This is an optimization exercise on Yosys and OpenROAD, whose aim is small area and a short achievable clock period, not a production implementation.
The RTL was checked by simulation tests, not by an equivalence proof against the original design.

## build 70
Design ising_core, start of the top module:
module ising_core (
    input  logic        clk,
    input  logic        reset,
    input  logic        wr_en,
    input  logic [31:0] wr_addr,
    input  logic [31:0] wdata,
    input  logic [31:0] rd_addr,
    output logic [31:0] rdata,
    input  logic        run,
    input  logic        spin_load,
    input  logic [15:0] spin_init,
    output logic [15:0] spins
);
clock: 8.0 ns
lec_check: 0
cap_margin: 20
core_margin: 2
core_utilization: 35
cts_cluster_diameter: 120
cts_cluster_size: 24
setup_slack_margin: 3.25
slew_margin: 20
standard.sh (not shown) runs the stock make flow with config.mk's settings and CLKGATE_MAP_FILE= SYNTH_SCRIPT=/design/flow/synth_recipe.tcl, a recipe that flattens the netlist after the stock synthesis.
==> flow/flow/run.sh <==
#!/bin/bash
# The standard synthesis, then an inverter clean-up of the netlist around the
# full adders (flow/polar.py), checked against the synthesized netlist by random
# simulation (flow/nsim.py; on any difference the clean-up is dropped), then
# the standard layout from that netlist.
set -euo pipefail
R=orfs/results/$FLOW_PLATFORM/ising_core/base
bash standard.sh synth > synth.log 2>&1
cp $R/1_2_yosys.v synth_netlist.v
cp synth_netlist.v polar_netlist.v
python3 flow/polar.py polar_netlist.v > polar.log 2>&1
if python3 flow/nsim.py synth_netlist.v polar_netlist.v > nsim.log 2>&1 && grep -q " 0 differ, 0 missing" nsim.log; then
  cp polar_netlist.v $R/1_2_yosys.v
  rm -f $R/1_synth.odb $R/1_synth.sdc
fi
bash standard.sh finish > finish.log 2>&1
Other scripts of this flow, unchanged in this note and not shown: flow/flow/nsim.py, flow/flow/polar.py
No stage failed in build 70, and the final checks on the layout all came back clean.
The inputs of build 36 differ from those of build 70 as listed below.
Settings: a change of CORE_UTILIZATION from 35 to 50; a change of SETUP_SLACK_MARGIN from 3.25 to 3.0.
==> comparison <==
Build 36 ran to completion and came out clean on the timing, DRC and antenna checks. The die used by build 36 is smaller than the one used by build 70. [compare] base=build 70 new=build 36: fraction of final layout cells sized beyond drive strength 1 has decreased, total global-route track usage picked up an extra 15 points. Build 70 → build 36: via count of the first global-routing pass saw an increase; final critical-path share of the clock period saw an increase; slack of the critical path saw a decrease.
## Diff of input files: build 45 against build 36
Settings: SETUP_SLACK_MARGIN: 3.0 -> 3.25; CORE_UTILIZATION: 50 -> 40.
Build 36 → build 45: critical path depth moved up; global-route usage over all layers moved down; length of the first detailed-routing pass in iterations moved down.
Diff build 36 -> build 45: final clock period utilization by the worst path fell by 3.1 points.
CTS buffer count, build 45 vs build 36: up by a few percent
A capturing element of the worst setup path of rdata_q[3] is what build 36 shows, while spins[5] belongs to build 45.

---

Starting RTL as in the previous note.
clock: 8.0 ns
lec_check: 0
cap_margin: 20
core_margin: 2
core_utilization: 45
setup_slack_margin: 3.25
slew_margin: 20
Scripts as last shown in full above: flow/flow/run.sh
Other scripts of this flow, unchanged in this note and not shown: flow/flow/nsim.py, flow/flow/polar.py
The starting point ran to the end with no violations.
Next try:
--- a/flow/flow/run.sh
+++ b/flow/flow/run.sh
@@ -4,3 +4,4 @@
 # simulation (flow/nsim.py; on any difference the clean-up is dropped), then
-# the standard layout from that netlist.
+# the standard layout from that netlist, with power recovery (downsizing
+# off the critical paths) after global routing.
 set -euo pipefail
@@ -15,2 +16,2 @@
 fi
-bash standard.sh finish > finish.log 2>&1
+bash standard.sh RECOVER_POWER=100 finish > finish.log 2>&1
--- a/flow/config.mk
+++ b/flow/config.mk
@@ -10,3 +10,5 @@
 export CORE_UTILIZATION = 45
-export SETUP_SLACK_MARGIN = 3.25
+export CTS_CLUSTER_DIAMETER = 120
+export CTS_CLUSTER_SIZE = 24
+export SETUP_SLACK_MARGIN = 3.0
 export SLEW_MARGIN = 20
Effect:
- The new run completed, yet does not pass: capacitance limit, slew limit
- synthesized area stays the same
- via count fell by about 1.3%
- design area fell by 3.6%
- setup slack gets worse by 1600 ps
- final cell count fell by 1.6%
- clock skew fell by 32 ps
Next try:
--- a/flow/flow/run.sh
+++ b/flow/flow/run.sh
@@ -4,4 +4,3 @@
 # simulation (flow/nsim.py; on any difference the clean-up is dropped), then
-# the standard layout from that netlist, with power recovery (downsizing
-# off the critical paths) after global routing.
+# the standard layout from that netlist.
 set -euo pipefail
@@ -16,2 +15,2 @@
 fi
-bash standard.sh RECOVER_POWER=100 finish > finish.log 2>&1
+bash standard.sh finish > finish.log 2>&1
=> The changed run ran to the end with no violations; utilization went up by 0.23 points; routed wire length is about the same; non-clock buffer count stays the same; final cell count hardly moves; via count went down by 0.34%; maximum frequency went up by 30%; cell area went up by 0.41%; sequential share of layout area went down by 0.10 points; sequential cell count is unchanged.
Next try:
--- a/flow/config.mk
+++ b/flow/config.mk
@@ -12,3 +12,3 @@
 export CTS_CLUSTER_SIZE = 24
-export SETUP_SLACK_MARGIN = 3.0
+export SETUP_SLACK_MARGIN = 3.25
 export SLEW_MARGIN = 20
After rerunning: The changed run passed the timing, DRC and antenna checks; area after synthesis stays the same; via count is higher by 0.60%; sequential share of layout area is lower by 0.64 points; die area stays the same; non-clock buffer count is higher by 69; hold slack degrades by 12 ps; synthesized cell count is unchanged.

[afterwards: timing with drivers on the ports]
No port has a modelled driver above. Below, the same layouts with a new extraction and two added sets of constraints. Step 1 sets driving cells, clkbuf_16 on the clock port and buf_2 on the other inputs (assumed; they add their load-dependent delay and slew). Step 2 moves the port delays by t, midway between the first and last clock arrival at a register: inputs arrive t later, outputs are due t later. That takes back most of the time a late clock gives input paths. Slacks: no drivers / after step 1 / after step 2; pairs: no drivers / after step 1.
run	t (ns)	slack for setup (ns)	worst hold slack (ns)	worst setup path after step 2	clock arrival spread, ns
build 70	0.746	2.844 / 2.844 / 2.619	0.439 / 0.439 / 0.439	input to register	0.060 / 0.060
build 36	0.742	2.638 / 2.697 / 1.955	0.428 / 0.428 / 0.428	input to register	0.047 / 0.047
build 45	0.742	2.883 / 2.883 / 2.670	0.424 / 0.424 / 0.424	input to register	0.060 / 0.060
the first run of note 2	0.784	2.831 / 2.831 / 2.374	0.423 / 0.423 / 0.423	input to register	0.071 / 0.072
the second run of note 2	0.748	1.224 / 1.269 / 0.522	0.439 / 0.439 / 0.439	input to register	0.043 / 0.043
the third run of note 2	0.746	2.780 / 2.780 / 2.182	0.442 / 0.442 / 0.442	input to register	0.046 / 0.045
the fourth run of note 2	0.724	2.880 / 2.880 / 2.468	0.429 / 0.429 / 0.429	input to register	0.041 / 0.041
For the second run of note 2, which loses most, drivers alone change the setup slack by +0.045 ns; drivers and shift together by -0.702 ns.
